Source: an optimization exercise on an open RTL-to-GDS flow (aim: small area, a short achievable clock period and few clock cycles per item). Production flows keep margins and buffers that such runs may drop. At most, simulation tests tie the RTL to the original design; equivalence was not proved.

==> build 51: inputs <==
==> flow/design.v <==
package sle_pkg;
    localparam int IDX_BITS = 9;
    typedef enum logic [1:0] {
        ACT_INSERT = 2'd0,
        ACT_GET    = 2'd1,
        ACT_LOCATE = 2'd2
    } action_t;
    typedef enum logic [1:0] {
        ST_DONE  = 2'd0,
        ST_RANGE = 2'd1,
        ST_FULL  = 2'd2
    } status_t;
    typedef struct packed {
        logic [1:0]         action;
        logic [4:0]         position;
        logic signed [31:0] item_value;
    } req_t;
    typedef struct packed {
        logic [1:0]         status;
        logic signed [31:0] read_value;
        logic [4:0]         found_position;
        logic [4:0]         count_now;
    } rsp_t;
    typedef struct packed {
        logic       insert_en;
        logic [4:0] slot;
    } cell_cmd_t;
endpackage
module sle_cell #(
    parameter int VALUE_BITS = 32
) (
    input  logic                  clk,
    input  logic                  hold,     
    input  logic                  shift,    
    input  logic                  load,     
    input  logic                  live,     
    input  logic                  rsel,     
    input  logic [VALUE_BITS-1:0] key,
    input  logic [VALUE_BITS-1:0] prev,
    output logic [VALUE_BITS-1:0] value,
    output logic                  hit,
    output logic [VALUE_BITS-1:0] rd
);
    logic [VALUE_BITS-1:0] value_reg;
    always_ff @(posedge clk)
    begin
        value_reg <= ({VALUE_BITS{hold}}  & value_reg) |
                     ({VALUE_BITS{shift}} & prev) |
                     ({VALUE_BITS{load}}  & key);
    end
    assign value = value_reg;
    assign hit   = live && (value_reg == key);
    assign rd    = {VALUE_BITS{rsel}} & value_reg;
endmodule
module sequential_list_engine #(
    parameter int MAX_ENTRIES = 16,
    parameter int VALUE_BITS  = 32
) (
    input  logic          clk,
    input  logic          rst_n,
    input  logic          req_valid,
    output logic          req_stall,
    input  sle_pkg::req_t req,
    output logic          rsp_valid,
    input  logic          rsp_stall,
    output sle_pkg::rsp_t rsp
);
    localparam int CNT_W = $clog2(MAX_ENTRIES + 1);
    logic [CNT_W-1:0]       count_reg;
    logic [MAX_ENTRIES-1:0] live;
    logic                   rsp_valid_reg;
    sle_pkg::rsp_t          rsp_reg;
    logic                   rsp_hold;
    logic                   accept;
    logic                   mid_valid;
    logic                   mid_hold;
    assign rsp_hold  = rsp_valid_reg && rsp_stall;
    assign mid_hold  = mid_valid && rsp_hold;
    assign req_stall = mid_hold;
    assign accept    = req_valid && !mid_hold;
    logic                   is_ins, is_get, is_loc;
    logic [MAX_ENTRIES:0]   at;        
    logic [MAX_ENTRIES-1:0] upto;      
    logic                   ins_in, ins_full, ins_ok, get_ok, go;
    logic [VALUE_BITS-1:0]  key;
    logic [VALUE_BITS-1:0]  cell_value [MAX_ENTRIES];
    logic [VALUE_BITS-1:0]  cell_rd    [MAX_ENTRIES];
    logic [MAX_ENTRIES-1:0] hit;
    logic [VALUE_BITS-1:0]  rd_any;
    assign key    = VALUE_BITS'($unsigned(req.item_value));
    assign is_ins = (req.action == sle_pkg::ACT_INSERT);
    assign is_get = (req.action == sle_pkg::ACT_GET);
    assign is_loc = (req.action == sle_pkg::ACT_LOCATE);
    always_comb
    begin
        for (int i = 0; i <= MAX_ENTRIES; i++)
            at[i] = (req.position == 5'(i + 1));
        for (int i = 0; i < MAX_ENTRIES; i++)
            upto[i] = (req.position != 5'd0) && (req.position <= 5'(i + 1));
    end
    always_comb
    begin
        ins_in = at[0];
        get_ok = 1'b0;
        for (int i = 0; i < MAX_ENTRIES; i++)
        begin
            ins_in = ins_in | (at[i+1] & live[i]);
            get_ok = get_ok | (at[i] & live[i]);
        end
        get_ok = get_ok & is_get;
    end
    assign ins_full = live[MAX_ENTRIES-1];
    assign ins_ok   = is_ins && ins_in && !ins_full;
    assign go       = accept && ins_ok;
    logic go_cells;
    assign go_cells = accept && is_ins && !ins_full;
    genvar k;
    generate
        for (k = 0; k < MAX_ENTRIES; k++)
        begin : g_cell
            logic [VALUE_BITS-1:0] prev;
            if (k == 0)
            begin : g_head
                assign prev = '0;
            end
            else
            begin : g_body
                assign prev = cell_value[k-1];
            end
            sle_cell #(
                .VALUE_BITS (VALUE_BITS)
            ) u_cell (
                .clk   (clk),
                .hold  (!(go_cells && upto[k])),
                .shift (go_cells && upto[k] && !at[k]),
                .load  (go_cells && at[k]),
                .live  (live[k]),
                .rsel  (at[k] && is_get),
                .key   (key),
                .prev  (prev),
                .value (cell_value[k]),
                .hit   (hit[k]),
                .rd    (cell_rd[k])
            );
        end
    endgenerate
    always_comb
    begin
        rd_any = '0;
        for (int i = 0; i < MAX_ENTRIES; i++)
            rd_any = rd_any | cell_rd[i];
    end
    logic [CNT_W-1:0]      count_next;
    logic [1:0]            mid_status;
    logic [4:0]            mid_count;
    logic                  mid_loc;
    logic [VALUE_BITS-1:0] mid_data;
    assign count_next = ins_ok ? count_reg + CNT_W'(1) : count_reg;
    always_ff @(posedge clk or negedge rst_n)
    begin
        if (!rst_n)
        begin
            count_reg     <= '0;
            live          <= '0;
            mid_valid     <= 1'b0;
            rsp_valid_reg <= 1'b0;
        end
        else
        begin
            if (go)
            begin
                count_reg <= count_reg + CNT_W'(1);
                live      <= {live[MAX_ENTRIES-2:0], 1'b1};
            end
            if (!mid_hold)
                mid_valid <= req_valid;
            if (!rsp_hold)
                rsp_valid_reg <= mid_valid;
        end
    end
    always_ff @(posedge clk)
    begin
        if (!mid_hold)
        begin
            mid_status <= (ins_ok || is_loc || get_ok) ? sle_pkg::ST_DONE :
                          (is_ins && (ins_in || (at[MAX_ENTRIES] && ins_full))) ? sle_pkg::ST_FULL :
                          sle_pkg::ST_RANGE;
            mid_loc    <= is_loc;
            mid_data   <= get_ok ? rd_any :
                          is_loc ? VALUE_BITS'(hit) : '0;
            mid_count  <= 5'(count_next);
        end
    end
    logic [MAX_ENTRIES-1:0] mhit;
    logic [MAX_ENTRIES-1:0] seen;      
    logic [MAX_ENTRIES-1:0] first;
    logic [4:0]             found;
    assign mhit = mid_data[MAX_ENTRIES-1:0] & {MAX_ENTRIES{mid_loc}};
    always_comb
    begin
        seen[0] = 1'b0;
        for (int i = 1; i < MAX_ENTRIES; i++)
            seen[i] = seen[i-1] | mhit[i-1];
        first = mhit & ~seen;
        found = '0;
        for (int i = 0; i < MAX_ENTRIES; i++)
            found = found | ({5{first[i]}} & 5'(i + 1));
    end
    always_ff @(posedge clk)
    begin
        if (!rsp_hold)
        begin
            rsp_reg.status         <= mid_status;
            rsp_reg.read_value     <= mid_loc ? '0 : $signed(mid_data);
            rsp_reg.found_position <= found;
            rsp_reg.count_now      <= mid_count;
        end
    end
    assign rsp_valid = rsp_valid_reg;
    assign rsp       = rsp_reg;
endmodule
module sle_top (
    input  logic        clk,
    input  logic        rst_n,
    input  logic        req_valid,
    output logic        req_stall,
    input  logic [1:0]  req_action,
    input  logic [4:0]  req_position,
    input  logic [31:0] req_item_value,
    output logic        rsp_valid,
    input  logic        rsp_stall,
    output logic [1:0]  rsp_status,
    output logic [31:0] rsp_read_value,
    output logic [4:0]  rsp_found_position,
    output logic [4:0]  rsp_count_now
);
    sle_pkg::req_t req;
    sle_pkg::rsp_t rsp;
    assign req.action     = req_action;
    assign req.position   = req_position;
    assign req.item_value = req_item_value;
    sequential_list_engine #(
        .MAX_ENTRIES (16),
        .VALUE_BITS  (32)
    ) u_engine (
        .clk       (clk),
        .rst_n     (rst_n),
        .req_valid (req_valid),
        .req_stall (req_stall),
        .req       (req),
        .rsp_valid (rsp_valid),
        .rsp_stall (rsp_stall),
        .rsp       (rsp)
    );
    assign rsp_status         = rsp.status;
    assign rsp_read_value     = rsp.read_value;
    assign rsp_found_position = rsp.found_position;
    assign rsp_count_now      = rsp.count_now;
endmodule
==> flow/flow/run.sh <==
#!/bin/bash
# Standard synthesis, then the standard ORFS layout with port buffers of a
# plain buffer cell and gate sizing not restricted to the cell's footprint.
set -euo pipefail
bash standard.sh synth > synth.log 2>&1
bash standard.sh MATCH_CELL_FOOTPRINT=0 "BUFFER_PORTS_ARGS=-buffer_cell sky130_fd_sc_hd__buf_2" finish > layout.log 2>&1
==> flow/standard.sh <==
#!/bin/bash
# synth_recipe.tcl (not shown) runs the flow's synth.tcl, then flattens the netlist and writes it again
# the make line also repeats each setting of config.mk as NAME=value (left out here)
make -C /OpenROAD-flow-scripts/flow DESIGN_CONFIG=/design/flow/config.mk WORK_HOME=/design/flow/orfs CLKGATE_MAP_FILE= SYNTH_SCRIPT=/design/flow/synth_recipe.tcl "${@:-finish}"
==> flow/config.mk <==
export PLATFORM = sky130hd
export DESIGN_NAME = sle_top
export DESIGN_NICKNAME = sle_top
export VERILOG_FILES = /design/flow/design.v
export SDC_FILE = /design/flow/constraint.sdc
export NUM_CORES = 4
export LEC_CHECK = 0
export CAP_MARGIN = 20
export CORE_MARGIN = 2
export CORE_UTILIZATION = 65
export PLACE_DENSITY = 0.8
export SETUP_SLACK_MARGIN = 1.8
export SLEW_MARGIN = 20
==> flow/constraint.sdc <==
create_clock -name core_clock -period 3.9 [get_ports {clk}]
set_input_delay 0.7800 -clock core_clock [delete_from_list [all_inputs] [get_ports {clk}]]
set_output_delay 0.7800 -clock core_clock [all_outputs]
set_load 0.01 [all_outputs]
==> trial 94 (differences from build 51) <==
--- a/flow/design.v
+++ b/flow/design.v
@@ -72,12 +72,9 @@
     sle_pkg::rsp_t          rsp_reg;
     logic                   rsp_hold;
     logic                   accept;
-    logic                   mid_valid;
-    logic                   mid_hold;
     assign rsp_hold  = rsp_valid_reg && rsp_stall;
-    assign mid_hold  = mid_valid && rsp_hold;
-    assign req_stall = mid_hold;
-    assign accept    = req_valid && !mid_hold;
+    assign req_stall = rsp_hold;
+    assign accept    = req_valid && !rsp_hold;
     logic                   is_ins, is_get, is_loc;
     logic [MAX_ENTRIES:0]   at;        
     logic [MAX_ENTRIES-1:0] upto;      
@@ -150,11 +147,20 @@
         for (int i = 0; i < MAX_ENTRIES; i++)
             rd_any = rd_any | cell_rd[i];
     end
-    logic [CNT_W-1:0]      count_next;
-    logic [1:0]            mid_status;
-    logic [4:0]            mid_count;
-    logic                  mid_loc;
-    logic [VALUE_BITS-1:0] mid_data;
+    logic [MAX_ENTRIES-1:0] seen;      
+    logic [MAX_ENTRIES-1:0] first;
+    logic [4:0]             found;
+    always_comb
+    begin
+        seen[0] = 1'b0;
+        for (int i = 1; i < MAX_ENTRIES; i++)
+            seen[i] = seen[i-1] | hit[i-1];
+        first = hit & ~seen;
+        found = '0;
+        for (int i = 0; i < MAX_ENTRIES; i++)
+            found = found | ({5{first[i]}} & 5'(i + 1));
+    end
+    logic [CNT_W-1:0] count_next;
     assign count_next = ins_ok ? count_reg + CNT_W'(1) : count_reg;
     always_ff @(posedge clk or negedge rst_n)
     begin
@@ -162,7 +168,6 @@
         begin
             count_reg     <= '0;
             live          <= '0;
-            mid_valid     <= 1'b0;
             rsp_valid_reg <= 1'b0;
         end
         else
@@ -172,48 +177,20 @@
                 count_reg <= count_reg + CNT_W'(1);
                 live      <= {live[MAX_ENTRIES-2:0], 1'b1};
             end
-            if (!mid_hold)
-                mid_valid <= req_valid;
             if (!rsp_hold)
-                rsp_valid_reg <= mid_valid;
+                rsp_valid_reg <= req_valid;
         end
     end
     always_ff @(posedge clk)
     begin
-        if (!mid_hold)
-        begin
-            mid_status <= (ins_ok || is_loc || get_ok) ? sle_pkg::ST_DONE :
-                          (is_ins && (ins_in || (at[MAX_ENTRIES] && ins_full))) ? sle_pkg::ST_FULL :
-                          sle_pkg::ST_RANGE;
-            mid_loc    <= is_loc;
-            mid_data   <= get_ok ? rd_any :
-                          is_loc ? VALUE_BITS'(hit) : '0;
-            mid_count  <= 5'(count_next);
-        end
-    end
-    logic [MAX_ENTRIES-1:0] mhit;
-    logic [MAX_ENTRIES-1:0] seen;      
-    logic [MAX_ENTRIES-1:0] first;
-    logic [4:0]             found;
-    assign mhit = mid_data[MAX_ENTRIES-1:0] & {MAX_ENTRIES{mid_loc}};
-    always_comb
-    begin
-        seen[0] = 1'b0;
-        for (int i = 1; i < MAX_ENTRIES; i++)
-            seen[i] = seen[i-1] | mhit[i-1];
-        first = mhit & ~seen;
-        found = '0;
-        for (int i = 0; i < MAX_ENTRIES; i++)
-            found = found | ({5{first[i]}} & 5'(i + 1));
-    end
-    always_ff @(posedge clk)
-    begin
         if (!rsp_hold)
         begin
-            rsp_reg.status         <= mid_status;
-            rsp_reg.read_value     <= mid_loc ? '0 : $signed(mid_data);
-            rsp_reg.found_position <= found;
-            rsp_reg.count_now      <= mid_count;
+            rsp_reg.status         <= (ins_ok || is_loc || get_ok) ? sle_pkg::ST_DONE :
+                                      (is_ins && (ins_in || (at[MAX_ENTRIES] && ins_full))) ? sle_pkg::ST_FULL :
+                                      sle_pkg::ST_RANGE;
+            rsp_reg.read_value     <= get_ok ? $signed(rd_any) : '0;
+            rsp_reg.found_position <= is_loc ? found : 5'd0;
+            rsp_reg.count_now      <= 5'(count_next);
         end
     end
     assign rsp_valid = rsp_valid_reg;
--- a/flow/config.mk
+++ b/flow/config.mk
@@ -7,7 +7,7 @@
 export LEC_CHECK = 0
 export CAP_MARGIN = 20
 export CORE_MARGIN = 2
-export CORE_UTILIZATION = 65
-export PLACE_DENSITY = 0.8
-export SETUP_SLACK_MARGIN = 1.8
+export CORE_UTILIZATION = 40
+export PLACE_DENSITY = 0.6
+export SETUP_SLACK_MARGIN = 1.5
 export SLEW_MARGIN = 20
==> build 34 (differences from build 51) <==
--- a/flow/design.v
+++ b/flow/design.v
@@ -67,53 +67,33 @@
 );
     localparam int CNT_W = $clog2(MAX_ENTRIES + 1);
     logic [CNT_W-1:0]       count_reg;
-    logic [MAX_ENTRIES-1:0] live;
     logic                   rsp_valid_reg;
     sle_pkg::rsp_t          rsp_reg;
     logic                   rsp_hold;
     logic                   accept;
-    logic                   mid_valid;
-    logic                   mid_hold;
     assign rsp_hold  = rsp_valid_reg && rsp_stall;
-    assign mid_hold  = mid_valid && rsp_hold;
-    assign req_stall = mid_hold;
-    assign accept    = req_valid && !mid_hold;
+    assign req_stall = rsp_hold;
+    assign accept    = req_valid && !rsp_hold;
     logic                   is_ins, is_get, is_loc;
-    logic [MAX_ENTRIES:0]   at;        
-    logic [MAX_ENTRIES-1:0] upto;      
-    logic                   ins_in, ins_full, ins_ok, get_ok, go;
+    logic                   pos_zero;
+    logic                   ins_range, ins_full, ins_ok, get_ok, ins_go;
+    logic [MAX_ENTRIES-1:0] live, at, from;
     logic [VALUE_BITS-1:0]  key;
     logic [VALUE_BITS-1:0]  cell_value [MAX_ENTRIES];
     logic [VALUE_BITS-1:0]  cell_rd    [MAX_ENTRIES];
     logic [MAX_ENTRIES-1:0] hit;
     logic [VALUE_BITS-1:0]  rd_any;
-    assign key    = VALUE_BITS'($unsigned(req.item_value));
-    assign is_ins = (req.action == sle_pkg::ACT_INSERT);
-    assign is_get = (req.action == sle_pkg::ACT_GET);
-    assign is_loc = (req.action == sle_pkg::ACT_LOCATE);
-    always_comb
-    begin
-        for (int i = 0; i <= MAX_ENTRIES; i++)
-            at[i] = (req.position == 5'(i + 1));
-        for (int i = 0; i < MAX_ENTRIES; i++)
-            upto[i] = (req.position != 5'd0) && (req.position <= 5'(i + 1));
-    end
-    always_comb
-    begin
-        ins_in = at[0];
-        get_ok = 1'b0;
-        for (int i = 0; i < MAX_ENTRIES; i++)
-        begin
-            ins_in = ins_in | (at[i+1] & live[i]);
-            get_ok = get_ok | (at[i] & live[i]);
-        end
-        get_ok = get_ok & is_get;
-    end
-    assign ins_full = live[MAX_ENTRIES-1];
-    assign ins_ok   = is_ins && ins_in && !ins_full;
-    assign go       = accept && ins_ok;
-    logic go_cells;
-    assign go_cells = accept && is_ins && !ins_full;
+    logic [4:0]             found;
+    assign key      = VALUE_BITS'($unsigned(req.item_value));
+    assign is_ins   = (req.action == sle_pkg::ACT_INSERT);
+    assign is_get   = (req.action == sle_pkg::ACT_GET);
+    assign is_loc   = (req.action == sle_pkg::ACT_LOCATE);
+    assign pos_zero = (req.position == 5'd0);
+    assign ins_range = pos_zero || ({1'b0, req.position} > {1'b0, count_reg} + 6'd1);
+    assign ins_full  = count_reg[CNT_W-1];
+    assign ins_ok    = is_ins && !ins_range && !ins_full;
+    assign get_ok    = is_get && !pos_zero && (req.position <= count_reg);
+    assign ins_go    = accept && ins_ok;
     genvar k;
     generate
         for (k = 0; k < MAX_ENTRIES; k++)
@@ -127,13 +107,16 @@
             begin : g_body
                 assign prev = cell_value[k-1];
             end
+            assign live[k] = (k < count_reg);
+            assign at[k]   = (req.position == 5'(k + 1));
+            assign from[k] = (req.position <= 5'(k + 1)) && !pos_zero;
             sle_cell #(
                 .VALUE_BITS (VALUE_BITS)
             ) u_cell (
                 .clk   (clk),
-                .hold  (!(go_cells && upto[k])),
-                .shift (go_cells && upto[k] && !at[k]),
-                .load  (go_cells && at[k]),
+                .hold  (!(ins_go && from[k])),
+                .shift (ins_go && from[k] && !at[k]),
+                .load  (ins_go && at[k]),
                 .live  (live[k]),
                 .rsel  (at[k] && is_get),
                 .key   (key),
@@ -147,73 +130,39 @@
     always_comb
     begin
         rd_any = '0;
+        found  = '0;
         for (int i = 0; i < MAX_ENTRIES; i++)
             rd_any = rd_any | cell_rd[i];
-    end
-    logic [CNT_W-1:0]      count_next;
-    logic [1:0]            mid_status;
-    logic [4:0]            mid_count;
-    logic                  mid_loc;
-    logic [VALUE_BITS-1:0] mid_data;
-    assign count_next = ins_ok ? count_reg + CNT_W'(1) : count_reg;
+        for (int i = MAX_ENTRIES - 1; i >= 0; i--)
+            if (hit[i])
+                found = 5'(i + 1);
+    end
+    logic [CNT_W-1:0] count_next;
+    assign count_next = count_reg + CNT_W'(ins_ok);
     always_ff @(posedge clk or negedge rst_n)
     begin
         if (!rst_n)
         begin
             count_reg     <= '0;
-            live          <= '0;
-            mid_valid     <= 1'b0;
             rsp_valid_reg <= 1'b0;
         end
         else
         begin
-            if (go)
-            begin
-                count_reg <= count_reg + CNT_W'(1);
-                live      <= {live[MAX_ENTRIES-2:0], 1'b1};
-            end
-            if (!mid_hold)
-                mid_valid <= req_valid;
+            if (ins_go)
+                count_reg <= count_next;
             if (!rsp_hold)
-                rsp_valid_reg <= mid_valid;
-        end
-    end
-    always_ff @(posedge clk)
-    begin
-        if (!mid_hold)
-        begin
-            mid_status <= (ins_ok || is_loc || get_ok) ? sle_pkg::ST_DONE :
-                          (is_ins && (ins_in || (at[MAX_ENTRIES] && ins_full))) ? sle_pkg::ST_FULL :
-                          sle_pkg::ST_RANGE;
-            mid_loc    <= is_loc;
-            mid_data   <= get_ok ? rd_any :
-                          is_loc ? VALUE_BITS'(hit) : '0;
-            mid_count  <= 5'(count_next);
-        end
-    end
-    logic [MAX_ENTRIES-1:0] mhit;
-    logic [MAX_ENTRIES-1:0] seen;      
-    logic [MAX_ENTRIES-1:0] first;
-    logic [4:0]             found;
-    assign mhit = mid_data[MAX_ENTRIES-1:0] & {MAX_ENTRIES{mid_loc}};
-    always_comb
-    begin
-        seen[0] = 1'b0;
-        for (int i = 1; i < MAX_ENTRIES; i++)
-            seen[i] = seen[i-1] | mhit[i-1];
-        first = mhit & ~seen;
-        found = '0;
-        for (int i = 0; i < MAX_ENTRIES; i++)
-            found = found | ({5{first[i]}} & 5'(i + 1));
+                rsp_valid_reg <= req_valid;
+        end
     end
     always_ff @(posedge clk)
     begin
         if (!rsp_hold)
         begin
-            rsp_reg.status         <= mid_status;
-            rsp_reg.read_value     <= mid_loc ? '0 : $signed(mid_data);
-            rsp_reg.found_position <= found;
-            rsp_reg.count_now      <= mid_count;
+            rsp_reg.status         <= (ins_ok || is_loc || get_ok) ? sle_pkg::ST_DONE :
+                                      (is_ins && !ins_range) ? sle_pkg::ST_FULL : sle_pkg::ST_RANGE;
+            rsp_reg.read_value     <= get_ok ? $signed(rd_any) : '0;
+            rsp_reg.found_position <= is_loc ? found : 5'd0;
+            rsp_reg.count_now      <= 5'(count_next);
         end
     end
     assign rsp_valid = rsp_valid_reg;
==> flow/run.sh (new file) <==
#!/bin/bash
# synth_recipe.tcl (not shown) runs the flow's synth.tcl, then flattens the netlist and writes it again
# the make line also repeats each setting of config.mk as NAME=value (left out here)
make -C /OpenROAD-flow-scripts/flow DESIGN_CONFIG=/design/flow/config.mk WORK_HOME=/design/flow/orfs CLKGATE_MAP_FILE= SYNTH_SCRIPT=/design/flow/synth_recipe.tcl finish
--- a/flow/config.mk
+++ b/flow/config.mk
@@ -7,7 +7,6 @@
 export LEC_CHECK = 0
 export CAP_MARGIN = 20
 export CORE_MARGIN = 2
-export CORE_UTILIZATION = 65
-export PLACE_DENSITY = 0.8
-export SETUP_SLACK_MARGIN = 1.8
+export CORE_UTILIZATION = 40
+export PLACE_DENSITY = 0.6
 export SLEW_MARGIN = 20
removed: flow/flow/run.sh
removed: flow/standard.sh
==> qor summary <==
| quantity | build 51 | trial 94 | build 34 |
|---|---|---|---|
| Path category of the worst min-delay check | - | in2async | in2async |
| Slew at the pin closest to its max-slew limit | - | 1.098 ns | 1.154 ns |
| Area share of fa/ha/maj cells after synthesis | 0.03851% | 0.04164% | 0.6206% |
| Inverters excl. clock | - | 337 | 62 |
| Sw Ratio | - | 33.66% | 25.73% |
| Number of filler cells placed in the layout | - | 6783 | 7159 |
| Post-synthesis async set-or-reset flop share | 3.716% | 3.806% | 1.068% |
| Most common cell after layout, fill and taps aside | - | sky130_fd_sc_hd__dfxtp_1 | sky130_fd_sc_hd__dfxtp_1 |
| Reg2Reg Launch Point | - | u_engine.g_cell[5].u_cell.value_reg[0] | u_engine.count_reg[2] |
| EDFF count, synth | 84 | 44 | 44 |
| WL met3 | - | 33.01 mm | 19.26 mm |
| Synthesized cell area | 0.03249 mm2 | 0.03005 mm2 | 0.03024 mm2 |
| Worst R2R End | - | u_engine.rsp_reg[6] | u_engine.rsp_reg[5] |
| Status | stopped before the end | no timing/DRC/antenna violations | no timing/DRC/antenna violations |
| Stage where the flow stopped | global routing | - | - |
Testbench counts of trial 94, summed over its fixed seeds: cycles 9,648, items 9,600.
Only the layout flow was run in build 51 and build 34; the RTL was not checked for function there.

==> separate check: timing with driven ports <==
In the flow no input, the clock included, has a driving cell. The finished layouts below were timed again as built, in two steps. Step 1 (the two cells are an assumption about what drives the block):
set clk [get_ports {clk}]
set_driving_cell -lib_cell sky130_fd_sc_hd__clkbuf_16 $clk
set_driving_cell -lib_cell sky130_fd_sc_hd__buf_2 [delete_from_list [all_inputs] $clk]
Step 2 moves the port delays by t, midway between the first and last clock arrival at a register: inputs arrive t later, outputs are due t later. That takes back most of the time a late clock gives input paths. Slacks: ideal ports / drivers / drivers and shift; pairs: ideal ports / drivers.
run	t (ns)	setup WS [ns]	worst slew at a driven data input, ns
trial 94	0.700	1.262 / 1.262 / 0.622	0.08
build 34	0.695	0.343 / 0.343 / -0.237	0.08
Met with ideal ports but missed after step 2: setup timing in build 34. For trial 94, which loses most, drivers alone change the setup slack by 0.000 ns; drivers and shift together by -0.640 ns.
